Source: an optimization exercise on an open RTL-to-GDS flow (aim: small area, a short achievable clock period and few clock cycles per item). Production flows keep margins and buffers that such runs may drop.
Function was checked by simulation only, so behaviour that the tests miss may differ from the original.
Power figures rest on the tool's default switching activity, not on a simulated workload.

==> flow/design.v <==
package core_pkg;
	typedef struct packed {
		logic [6-1:0] ope;
		logic [5-1:0] dd;
		logic [5-1:0] ds;
		logic [5-1:0] dt;
		logic [5-1:0] shamt;
		logic [5:0] fn;
	} reg_form_t;
	typedef struct packed {
		logic [6-1:0] ope;
		logic [5-1:0] dd;
		logic [5-1:0] ds;
		logic [15:0] imm;
	} imm_form_t;
	typedef union packed {
		reg_form_t reg_form;
		imm_form_t imm_form;
	} instr_u;
	typedef enum logic [1:0] {
		unit_none = 2'd0,
		unit_alu = 2'd1,
		unit_out = 2'd2
	} unit_e;
	typedef struct packed {
		logic valid;
		unit_e unit;
		logic [6-1:0] ope;
		logic [5:0] fn;
		logic [5-1:0] ds;
		logic [5-1:0] dt;
		logic uses_dt;
		logic [5-1:0] dd;
		logic writes_dd;
		logic [32-1:0] imm;
		logic [5-1:0] shamt;
	} dec_op_t;
	typedef struct packed {
		logic en;
		logic [5-1:0] addr;
		logic [32-1:0] data;
	} wb_t;
endpackage
`timescale 1ns/1ps
module fetch_unit (
	input logic clk,
	input logic rstn,
	input logic [2*32-1:0] i_rdata,
	input logic i_stall,
	output logic [14-2:0] o_addr,
	output core_pkg::instr_u o_word0,
	output core_pkg::instr_u o_word1,
	output logic [1:0] o_word_vld
);
	logic [14-1:0] pc;
	logic rd_vld;
	logic stall_q;
	logic [1:0] skid_vld;
	core_pkg::instr_u skid0;
	core_pkg::instr_u skid1;
	assign o_addr = pc[14-1:1];
	always_ff @(posedge clk) begin
		if (!rstn) begin
			pc <= '0;
			rd_vld <= 1'b0;
			stall_q <= 1'b0;
			skid_vld <= 2'b00;
		end else begin
			if (!i_stall) begin
				pc <= pc + 14'(2);
			end
			rd_vld <= 1'b1;
			stall_q <= i_stall;
			if (i_stall && !stall_q) begin
				skid_vld <= {2{rd_vld}};
			end
		end
	end
	always_ff @(posedge clk) begin
		if (i_stall && !stall_q) begin
			skid0 <= i_rdata[2*32-1:32];
			skid1 <= i_rdata[32-1:0];
		end
	end
	assign o_word0 = stall_q ? skid0 : i_rdata[2*32-1:32];
	assign o_word1 = stall_q ? skid1 : i_rdata[32-1:0];
	assign o_word_vld = stall_q ? skid_vld : {2{rd_vld}};
endmodule
`timescale 1ns/1ps
module instr_decode (
	input core_pkg::instr_u i_word,
	output core_pkg::dec_op_t o_op
);
	logic [15:0] imm;
	assign imm = i_word.imm_form.imm;
	always_comb begin
		o_op = '0;
		case (i_word.reg_form.ope)
			6'h01: begin
				o_op.valid = 1'b1;
				o_op.unit = core_pkg::unit_alu;
				o_op.ope = i_word.reg_form.ope;
				o_op.fn = i_word.reg_form.fn;
				o_op.ds = i_word.reg_form.ds;
				o_op.dt = i_word.reg_form.dt;
				o_op.uses_dt = 1'b1;
				o_op.dd = i_word.reg_form.dd;
				o_op.shamt = i_word.reg_form.shamt;
			end
			6'h08, 6'h0d, 6'h0f: begin
				o_op.valid = 1'b1;
				o_op.unit = core_pkg::unit_alu;
				o_op.ope = i_word.imm_form.ope;
				o_op.ds = i_word.imm_form.ds;
				o_op.dd = i_word.imm_form.dd;
				if (i_word.imm_form.ope == 6'h08) begin
					o_op.imm = {{(32-16){imm[15]}}, imm};
				end else if (i_word.imm_form.ope == 6'h0d) begin
					o_op.imm = {{(32-16){1'b0}}, imm};
				end else begin
					o_op.imm = {imm, 16'h0000};
					o_op.ds = '0;
				end
			end
			6'h10: begin
				o_op.valid = 1'b1;
				o_op.unit = core_pkg::unit_out;
				o_op.ope = i_word.imm_form.ope;
				o_op.ds = i_word.imm_form.ds;
				o_op.imm = {{(32-2){1'b0}}, imm[1:0]};
			end
			default: o_op = '0;
		endcase
		o_op.writes_dd = (o_op.dd != '0);
	end
endmodule
`timescale 1ns/1ps
module issue_window (
	input logic clk,
	input logic rstn,
	input core_pkg::dec_op_t i_op0,
	input core_pkg::dec_op_t i_op1,
	input logic i_out_busy,
	input core_pkg::wb_t i_wb,
	input logic [3:0][32-1:0] i_rdata,
	output logic o_stall,
	output core_pkg::dec_op_t o_alu_op,
	output core_pkg::dec_op_t o_out_op,
	output logic [32-1:0] o_alu_ds_val,
	output logic [32-1:0] o_alu_dt_val,
	output logic [32-1:0] o_out_ds_val,
	output logic [3:0][5-1:0] o_raddr
);
	core_pkg::dec_op_t w0;
	core_pkg::dec_op_t w1;
	core_pkg::dec_op_t w2;
	core_pkg::dec_op_t n0;
	core_pkg::dec_op_t n1;
	core_pkg::dec_op_t n2;
	logic [4:0][68:0] cand;
	logic [4:0] cand_vld;
	logic [32-1:0] board;
	logic [32-1:0] board_set;
	logic [32-1:0] board_clr;
	logic pend0;
	logic pend1;
	logic free0;
	logic free1;
	logic iss0;
	logic iss1;
	logic e1_raw;
	logic [1:0] n_valid;
	logic [1:0] n_iss;
	logic [1:0] n_rem;
	assign pend0 = board[w0.ds] || (w0.uses_dt && board[w0.dt]) || (w0.writes_dd && board[w0.dd]);
	assign pend1 = board[w1.ds] || (w1.uses_dt && board[w1.dt]) || (w1.writes_dd && board[w1.dd]);
	assign free0 = (w0.unit == core_pkg::unit_alu) || (w0.unit == core_pkg::unit_out && !i_out_busy);
	assign free1 = (w1.unit == core_pkg::unit_alu) || (w1.unit == core_pkg::unit_out && !i_out_busy);
	assign o_raddr[0] = w0.ds;
	assign o_raddr[1] = w0.dt;
	assign o_raddr[2] = w1.ds;
	assign o_raddr[3] = w1.dt;
	assign e1_raw = w0.writes_dd &&
		(w1.ds == w0.dd || (w1.uses_dt && w1.dt == w0.dd));
	assign iss0 = w0.valid && !pend0 && free0;
	assign iss1 = iss0 && w1.valid && w1.unit != w0.unit && !e1_raw && !pend1 && free1;
	assign n_valid = {1'b0, w0.valid} + {1'b0, w1.valid} + {1'b0, w2.valid};
	assign n_iss = {1'b0, iss0} + {1'b0, iss1};
	assign n_rem = n_valid - n_iss;
	assign o_stall = (n_rem >= 2'd2);
	always_comb begin
		o_alu_op = '0;
		o_out_op = '0;
		o_alu_ds_val = '0;
		o_alu_dt_val = '0;
		o_out_ds_val = '0;
		if (iss0) begin
			if (w0.unit == core_pkg::unit_alu) begin
				o_alu_op = w0;
				o_alu_ds_val = i_rdata[0];
				o_alu_dt_val = i_rdata[1];
			end else begin
				o_out_op = w0;
				o_out_ds_val = i_rdata[0];
			end
		end
		if (iss1) begin
			if (w1.unit == core_pkg::unit_alu) begin
				o_alu_op = w1;
				o_alu_ds_val = i_rdata[2];
				o_alu_dt_val = i_rdata[3];
			end else begin
				o_out_op = w1;
				o_out_ds_val = i_rdata[2];
			end
		end
	end
	assign cand[0] = w0;
	assign cand[1] = w1;
	assign cand[2] = w2;
	assign cand[3] = i_op0;
	assign cand[4] = i_op1;
	assign cand_vld[0] = w0.valid && n_iss == 2'd0;
	assign cand_vld[1] = w1.valid && n_iss <= 2'd1;
	assign cand_vld[2] = w2.valid;
	assign cand_vld[3] = i_op0.valid && !o_stall;
	assign cand_vld[4] = i_op1.valid && !o_stall;
	always_comb begin
		logic [2:0] cnt;
		cnt = '0;
		n0 = '0;
		n1 = '0;
		n2 = '0;
		for (int j = 0; j < 5; j++) begin
			if (cand_vld[j]) begin
				case (cnt)
					3'd0: n0 = cand[j];
					3'd1: n1 = cand[j];
					3'd2: n2 = cand[j];
					default: ;
				endcase
				cnt = cnt + 3'd1;
			end
		end
	end
	assign board_set = (o_alu_op.valid && o_alu_op.writes_dd) ?
		(32'(1) << o_alu_op.dd) : '0;
	assign board_clr = i_wb.en ? (32'(1) << i_wb.addr) : '0;
	always_ff @(posedge clk) begin
		if (!rstn) begin
			w0 <= '0;
			w1 <= '0;
			w2 <= '0;
			board <= '0;
		end else begin
			w0 <= n0;
			w1 <= n1;
			w2 <= n2;
			board <= (board & ~board_clr) | board_set;
		end
	end
endmodule
`timescale 1ns/1ps
module reg_file (
	input logic clk,
	input logic rstn,
	input core_pkg::wb_t i_wb,
	input logic [3:0][5-1:0] i_raddr,
	output logic [3:0][32-1:0] o_rdata
);
	logic [32-1:0] mem [32];
	always_ff @(posedge clk) begin
		if (rstn && i_wb.en && i_wb.addr != '0) begin
			mem[i_wb.addr] <= i_wb.data;
		end
	end
	always_comb begin
		for (int p = 0; p < 4; p++) begin
			o_rdata[p] = (i_raddr[p] == '0) ? '0 : mem[i_raddr[p]];
		end
	end
endmodule
`timescale 1ns/1ps
module alu_unit (
	input logic clk,
	input logic rstn,
	input core_pkg::dec_op_t i_op,
	input logic [32-1:0] i_ds_val,
	input logic [32-1:0] i_dt_val,
	output core_pkg::wb_t o_wb
);
	logic [32-1:0] result;
	logic en_q;
	logic [5-1:0] addr_q;
	logic [32-1:0] data_q;
	always_comb begin
		case (i_op.ope)
			6'h01: begin
				case (i_op.fn)
					6'h20: result = i_ds_val + i_dt_val;
					6'h22: result = i_ds_val - i_dt_val;
					6'h24: result = i_ds_val & i_dt_val;
					6'h25: result = i_ds_val | i_dt_val;
					6'h26: result = i_ds_val ^ i_dt_val;
					6'h00: result = i_ds_val << i_op.shamt;
					default: result = '0;
				endcase
			end
			6'h08: result = i_ds_val + i_op.imm;
			6'h0d: result = i_ds_val | i_op.imm;
			6'h0f: result = i_op.imm;
			default: result = '0;
		endcase
	end
	always_ff @(posedge clk) begin
		if (!rstn) begin
			en_q <= 1'b0;
		end else begin
			en_q <= i_op.valid && i_op.writes_dd;
		end
	end
	always_ff @(posedge clk) begin
		addr_q <= i_op.dd;
		data_q <= result;
	end
	assign o_wb.en = en_q;
	assign o_wb.addr = addr_q;
	assign o_wb.data = data_q;
endmodule
`timescale 1ns/1ps
module out_port_unit (
	input logic clk,
	input logic rstn,
	input core_pkg::dec_op_t i_op,
	input logic [32-1:0] i_ds_val,
	input logic i_rdy,
	output logic [7:0] o_data,
	output logic o_vld,
	output logic o_busy
);
	logic load;
	assign load = i_op.valid && i_op.unit == core_pkg::unit_out;
	always_ff @(posedge clk) begin
		if (!rstn) begin
			o_vld <= 1'b0;
		end else if (load) begin
			o_vld <= 1'b1;
		end else if (i_rdy) begin
			o_vld <= 1'b0;
		end
	end
	always_ff @(posedge clk) begin
		if (load) begin
			case (i_op.imm[1:0])
				2'd0: o_data <= i_ds_val[7:0];
				2'd1: o_data <= i_ds_val[15:8];
				2'd2: o_data <= i_ds_val[23:16];
				default: o_data <= i_ds_val[31:24];
			endcase
		end
	end
	assign o_busy = o_vld && !i_rdy;
endmodule
`timescale 1ns/1ps
module cpu_core (
	input logic clk,
	input logic rstn,
	output logic [14-2:0] o_i_addr,
	input logic [2*32-1:0] i_i_rdata,
	output logic [7:0] o_out_data,
	output logic o_out_vld,
	input logic i_out_rdy
);
	core_pkg::instr_u word0;
	core_pkg::instr_u word1;
	logic [1:0] word_vld;
	core_pkg::dec_op_t dec_op0;
	core_pkg::dec_op_t dec_op1;
	core_pkg::dec_op_t win_op0;
	core_pkg::dec_op_t win_op1;
	logic stall;
	core_pkg::dec_op_t alu_op;
	core_pkg::dec_op_t out_op;
	logic [32-1:0] alu_ds_val;
	logic [32-1:0] alu_dt_val;
	logic [32-1:0] out_ds_val;
	logic [3:0][5-1:0] raddr;
	logic [3:0][32-1:0] rdata;
	core_pkg::wb_t wb;
	logic out_busy;
	fetch_unit fetch_i (
		.clk(clk), .rstn(rstn), .i_rdata(i_i_rdata), .i_stall(stall),
		.o_addr(o_i_addr), .o_word0(word0), .o_word1(word1), .o_word_vld(word_vld)
	);
	instr_decode dec0_i (.i_word(word0), .o_op(dec_op0));
	instr_decode dec1_i (.i_word(word1), .o_op(dec_op1));
	assign win_op0 = word_vld[0] ? dec_op0 : '0;
	assign win_op1 = word_vld[1] ? dec_op1 : '0;
	issue_window win_i (
		.clk(clk), .rstn(rstn), .i_op0(win_op0), .i_op1(win_op1),
		.i_out_busy(out_busy), .i_wb(wb), .i_rdata(rdata), .o_stall(stall),
		.o_alu_op(alu_op), .o_out_op(out_op), .o_alu_ds_val(alu_ds_val),
		.o_alu_dt_val(alu_dt_val), .o_out_ds_val(out_ds_val), .o_raddr(raddr)
	);
	reg_file rf_i (.clk(clk), .rstn(rstn), .i_wb(wb), .i_raddr(raddr), .o_rdata(rdata));
	alu_unit alu_i (
		.clk(clk), .rstn(rstn), .i_op(alu_op), .i_ds_val(alu_ds_val),
		.i_dt_val(alu_dt_val), .o_wb(wb)
	);
	out_port_unit out_i (
		.clk(clk), .rstn(rstn), .i_op(out_op), .i_ds_val(out_ds_val), .i_rdy(i_out_rdy),
		.o_data(o_out_data), .o_vld(o_out_vld), .o_busy(out_busy)
	);
endmodule
==> flow/run.sh <==
#!/bin/bash
# synth_recipe.tcl (not shown) runs the flow's synth.tcl, then flattens the netlist and writes it again
# the make line also repeats each setting of config.mk as NAME=value (left out here)
make -C /OpenROAD-flow-scripts/flow DESIGN_CONFIG=/design/flow/config.mk WORK_HOME=/design/flow/orfs CLKGATE_MAP_FILE= SYNTH_SCRIPT=/design/flow/synth_recipe.tcl finish
==> flow/config.mk <==
export PLATFORM = sky130hd
export DESIGN_NAME = cpu_core
export DESIGN_NICKNAME = cpu_core
export VERILOG_FILES = /design/flow/design.v
export SDC_FILE = /design/flow/constraint.sdc
export NUM_CORES = 4
export LEC_CHECK = 0
export CAP_MARGIN = 20
export CORE_MARGIN = 2
export CORE_UTILIZATION = 40
export SLEW_MARGIN = 20
==> flow/constraint.sdc <==
create_clock -name core_clock -period 10.0 [get_ports {clk}]
set_input_delay 2.0000 -clock core_clock [delete_from_list [all_inputs] [get_ports {clk}]]
set_output_delay 2.0000 -clock core_clock [all_outputs]
set_load 0.01 [all_outputs]
==> impl_results.rst <==
.. list-table::
   :header-rows: 1

   * - Metric
     - Value
   * - Number of buffers created by CTS
     - between 150 and 200
   * - Number of global-route vias before repair
     - between 70,000 and 80,000
   * - Ratio of cells with drive above 1 in the final layout
     - 0.233
   * - Cell area after synthesis
     - a little over 0.09 mm2
   * - Number of maximum-capacitance constraint violations
     - 0
   * - Num ports
     - between 80 and 90
   * - Tmin final
     - around 8.8 ns
   * - Least-Margin Pin Slew
     - ~1.3 ns
   * - Overflow after GRT
     - 0
   * - CTS tree
     - yes
   * - Core Rows
     - 176
   * - Status
     - finished clean
   * - Post-detailed-route DRC marker count
     - 0
   * - Tightest slew margin relative to the limit
     - 0.140
   * - Hold Violations, Final
     - 0
   * - Most frequently used flop master after synthesis
     - sky130_fd_sc_hd__edfxtp_1
   * - Number of slew-limit violations in the final report
     - 0
   * - Net switching power figure
     - about 3000 uW
   * - Resized cells post-CTS
     - 0
   * - Fin worst setup slack
     - about 1.2 ns
   * - Wire length reported by the detailed router
     - around 410,000 um
   * - Highest clock frequency the design can meet
     - about 110 MHz
   * - Top-area cell type share of the netlist area
     - 0.354
   * - H-tree Lvls
     - 4
   * - Count of state elements after synthesis
     - approximately 1,400
   * - Die outline area
     - between 0.2 and 0.25 mm2
   * - Post-route clock period utilization
     - 0.881
   * - Final clock skew
     - 0.0607 ns
   * - Count of hold-fix buffers inserted at cts
     - 0
   * - Register Area
     - a little under 0.04 mm2
   * - Cell type contributing the most total cell area after synthesis
     - sky130_fd_sc_hd__edfxtp_1
   * - Area of the multi-input gates
     - slightly above 0.05 mm2
   * - YS warnings
     - 6
   * - Die width
     - slightly below 500 um
   * - Post-synthesis sequential area ratio
     - 0.417
   * - Pleak
     - about 0.031 uW
   * - Synth Instances
     - 7,473
   * - Number of clock sinks seen by CTS
     - roughly 1,400
   * - Starting Density
     - 0.403
   * - Initial antenna violation count
     - 34
   * - Critical setup path kind
     - reg2reg
   * - Critical path endpoint category
     - register
   * - Insertion delay to the later sink of the worst-skew pair
     - 0.88 ns
   * - Synth top area cells
     - sky130_fd_sc_hd__edfxtp_1 35%, sky130_fd_sc_hd__mux4_2 21%, sky130_fd_sc_hd__dfxtp_1 6.3%
   * - Vias after detailed routing
     - around 77,000
   * - Number of buffers on the longest clock path
     - 3
   * - Maximum net fanout on the critical path
     - 46
   * - Worst hold slack
     - between 0.4 and 0.5 ns
   * - Iter 0 DRT Violations
     - roughly 13,000
   * - Relative contribution of the clock network to total power
     - 0.482
   * - Setup repair after global routing missed its margin
     - false
   * - Area added between synthesis and finish
     - 11.1%
   * - Syn avg cell area
     - approximately 12 um2
   * - EDFF count, synth
     - roughly 1,100
   * - Worst IR drop on VDD
     - around 0.19 mV
   * - Number of library cell types mapped by synthesis
     - 90
   * - Power per standard cell area
     - between 100 and 150 mW/mm2
   * - Post-Route Setup TNS
     - 0 ns
   * - Hold Path Class
     - reg2reg
   * - Drt first pass iters
     - 7
   * - Count of filler cells inserted in the layout
     - just over 20,000
   * - Top library cells by usage in the layout, fill and taps aside
     - 1,096 x sky130_fd_sc_hd__edfxtp_1, 883 x sky130_fd_sc_hd__mux4_2, 573 x sky130_fd_sc_hd__mux2i_1
   * - Global placer's final weighted congestion
     - approximately 1
   * - Cell Int Power
     - around 9900 uW
   * - Number of nets with antenna violations after detailed routing
     - 0
   * - GRT Util Overall
     - 0.336
   * - Final nets
     - ~7,600
   * - WP data arrival
     - 9.55 ns
   * - Half-perimeter wire length after detailed placement
     - roughly 260,000 um
   * - Sequential share of power
     - 0.483
   * - Floorplan die height
     - 486 um
   * - Routed len/inst
     - 38.7 um
   * - I/O Buffers
     - 88
   * - Worst EP required
     - 10.74 ns
   * - Endpoints failing setup
     - 0
   * - Maximum number of pins on one net before global-route repair
     - about 100
   * - Post-CTS setup buffers
     - 0
   * - Net switching share of the total power
     - 0.232
   * - Setup slack at placement
     - between 0.8 and 0.9 ns
   * - Most frequent standard cell in the layout excluding fill and tap cells
     - sky130_fd_sc_hd__edfxtp_1
   * - CTS root buffer
     - sky130_fd_sc_hd__clkbuf_16
   * - Critical Path Source Type
     - register
   * - Async set-or-reset flop fraction in the synthesized netlist
     - 0
   * - Fraction of power consumed by combinational cells
     - 0.035
   * - Sum of internal, switching and leakage power
     - 12,800 uW
   * - Global-route wire length before repair
     - 569,000 um
   * - Core footprint
     - around 0.23 mm2
   * - Average vias per placed instance
     - about 7.4
   * - Clk pin slew, worst setup/hold paths
     - 0.06 ns
## per-layer routing
layer	up-vias	part of all wire	wire length [um]	global-route usage
met5	-	0.00053	216	0
met4	28	0.075	30600	0.212
met3	1583	0.14	57600	0.122
met2	6555	0.43	176000	0.494
met1	38900	0.35	143000	0.420
li1	30400	-	-	-
## cell usage after synthesis (all sizes together) (35+ instances only)
library cell / number
a211oi: 170
a21oi: 395
a221o: 35
a221oi: 174
a22o: 82
a22oi: 134
a311oi: 62
a31oi: 40
and3: 40
buf: 289
clkbuf: 429
dfxtp: 294
edfxtp: 1096
ha: 169
inv: 157
mux2: 142
mux2i: 573
mux4: 883
nand2: 322
nand2b: 47
nand3: 105
nor2: 578
nor2b: 37
nor3: 243
o211ai: 63
o21ai: 138
o221ai: 203
o22ai: 62
or3: 36
xnor2: 74
## state kept, by name, summed over array words and instances (netlist names)
name and cells:
alu_i.addr_q 5, alu_i.data_q 32, alu_i.en_q 1, fetch_i.pc 13, fetch_i.rd_vld 1, fetch_i.skid0 32
fetch_i.skid1 32, fetch_i.skid_vld 1, fetch_i.stall_q 1, out_i.o_data 8, out_i.o_vld 1, rf_i.mem 1024
win_i.board 32, win_i.w0 69, win_i.w1 69, win_i.w2 69
## path summary, 6_finish.rpt
check	slack, ns	from	end	cells after the start
min	0.46	fetch_i.rd_vld	fetch_i.skid_vld[0]	2
min reg2reg	0.46	fetch_i.rd_vld	fetch_i.skid_vld[0]	2
max reg2reg	1.19	win_i.w0[50]	alu_i.data_q[29]	26
max	1.19	win_i.w0[50]	alu_i.data_q[29]	26
## area by class of cell
class / count / area share
clock inverters: 84 / 0.00917
well taps: 3026 / 0.0367
diodes: 18 / 0.000436
repair buffers: 397 / 0.0340
multi-input cells: 5238 / 0.494
inverters: 158 / 0.00581
clock buffers: 213 / 0.0434
flip-flops and latches: 1390 / 0.376
## power by group through the flow
stage,registers [uW],clock network (uW),logic (uW)
4_1_cts,6190,6210,428
2_1_floorplan,6300,0,244
3_5_place_dp,6310,0,427
3_3_place_gp,6310,0,426
5_1_grt,6190,6440,460
6_report,6190,6180,454
## kinds of logic (layout without fill, tap and decap cells)
logic type	count (synthesis)	in the layout	share of synthesized area
other	1	50	0.0000403
AO/OA/AOI/OAI	1789	1789	0.140
adder cells (fa/ha/maj)	172	172	0.0234
XOR/XNOR	106	106	0.00999
flip-flops	1390	1390	0.417
multiplexers	1598	1598	0.293
AND/OR/NAND/NOR	1541	1541	0.0760
buffers and inverters	876	852	0.0405
## worst max-delay path, cell delays in order (launching register included)
cell	delay, ns
sky130_fd_sc_hd__dfxtp_4	0.88
sky130_fd_sc_hd__mux4_2	0.60
sky130_fd_sc_hd__mux4_2	0.53
sky130_fd_sc_hd__nor3_1	0.35
sky130_fd_sc_hd__a31oi_4	0.04
sky130_fd_sc_hd__buf_4	0.29
sky130_fd_sc_hd__nor3_4	0.32
sky130_fd_sc_hd__buf_4	0.30
sky130_fd_sc_hd__inv_2	0.28
sky130_fd_sc_hd__o31ai_1	0.40
sky130_fd_sc_hd__or3_1	0.38
sky130_fd_sc_hd__or2_2	0.44
sky130_fd_sc_hd__o21ai_0	0.19
sky130_fd_sc_hd__xnor2_1	0.17
sky130_fd_sc_hd__ha_1	0.38
sky130_fd_sc_hd__and3_1	0.18
sky130_fd_sc_hd__a21oi_1	0.16
sky130_fd_sc_hd__nand3_1	0.15
sky130_fd_sc_hd__a41o_1	0.36
sky130_fd_sc_hd__nor3b_1	0.18
sky130_fd_sc_hd__o31ai_1	0.49
sky130_fd_sc_hd__a21oi_1	0.24
sky130_fd_sc_hd__o41ai_1	0.49
sky130_fd_sc_hd__xnor2_1	0.20
sky130_fd_sc_hd__nor2_1	0.08
sky130_fd_sc_hd__a2111oi_0	0.40
sky130_fd_sc_hd__o221ai_1	0.16
## per-stage QoR
stage | instance area, um2 | instances | utilization
after floorplan | 93100 | 7504 | -
after global placement | 97600 | 10200 | 0.423
after detailed placement | 97700 | 10200 | 0.424
after CTS | 103000 | 10500 | 0.447
after global routing | 103000 | 10500 | 0.448
final | 103000 | 10500 | 0.448
Testbench counts, summed over its fixed seeds: cycles 6,090, items 5,875.

static timing again, ports no longer ideal:
Ports are ideal in the flow. The routed layout listed here was re-timed in OpenROAD. Step 1: set_driving_cell puts a clkbuf_16 on clk and a buf_2 on each other input, an assumption about the parent block. Step 2, shift: input delay + t, output delay - t, t = (earliest + latest rising clock arrival at the registers) / 2. This alone moves slack from input paths to output paths. Three values: no drivers, after step 1, after step 2; two values: the first two.
t, ns: 0.940
slack for setup (ns): 1.187 / 1.187 / 0.796
hold slack, ns: 0.464 / 0.464 / 0.464
slew at the worst register clock pin (ns): 0.07 / 0.07
After both steps setup and hold are still met in this run. The setup slack of this run moves by 0.000 ns with the drivers and by -0.391 ns with both steps.
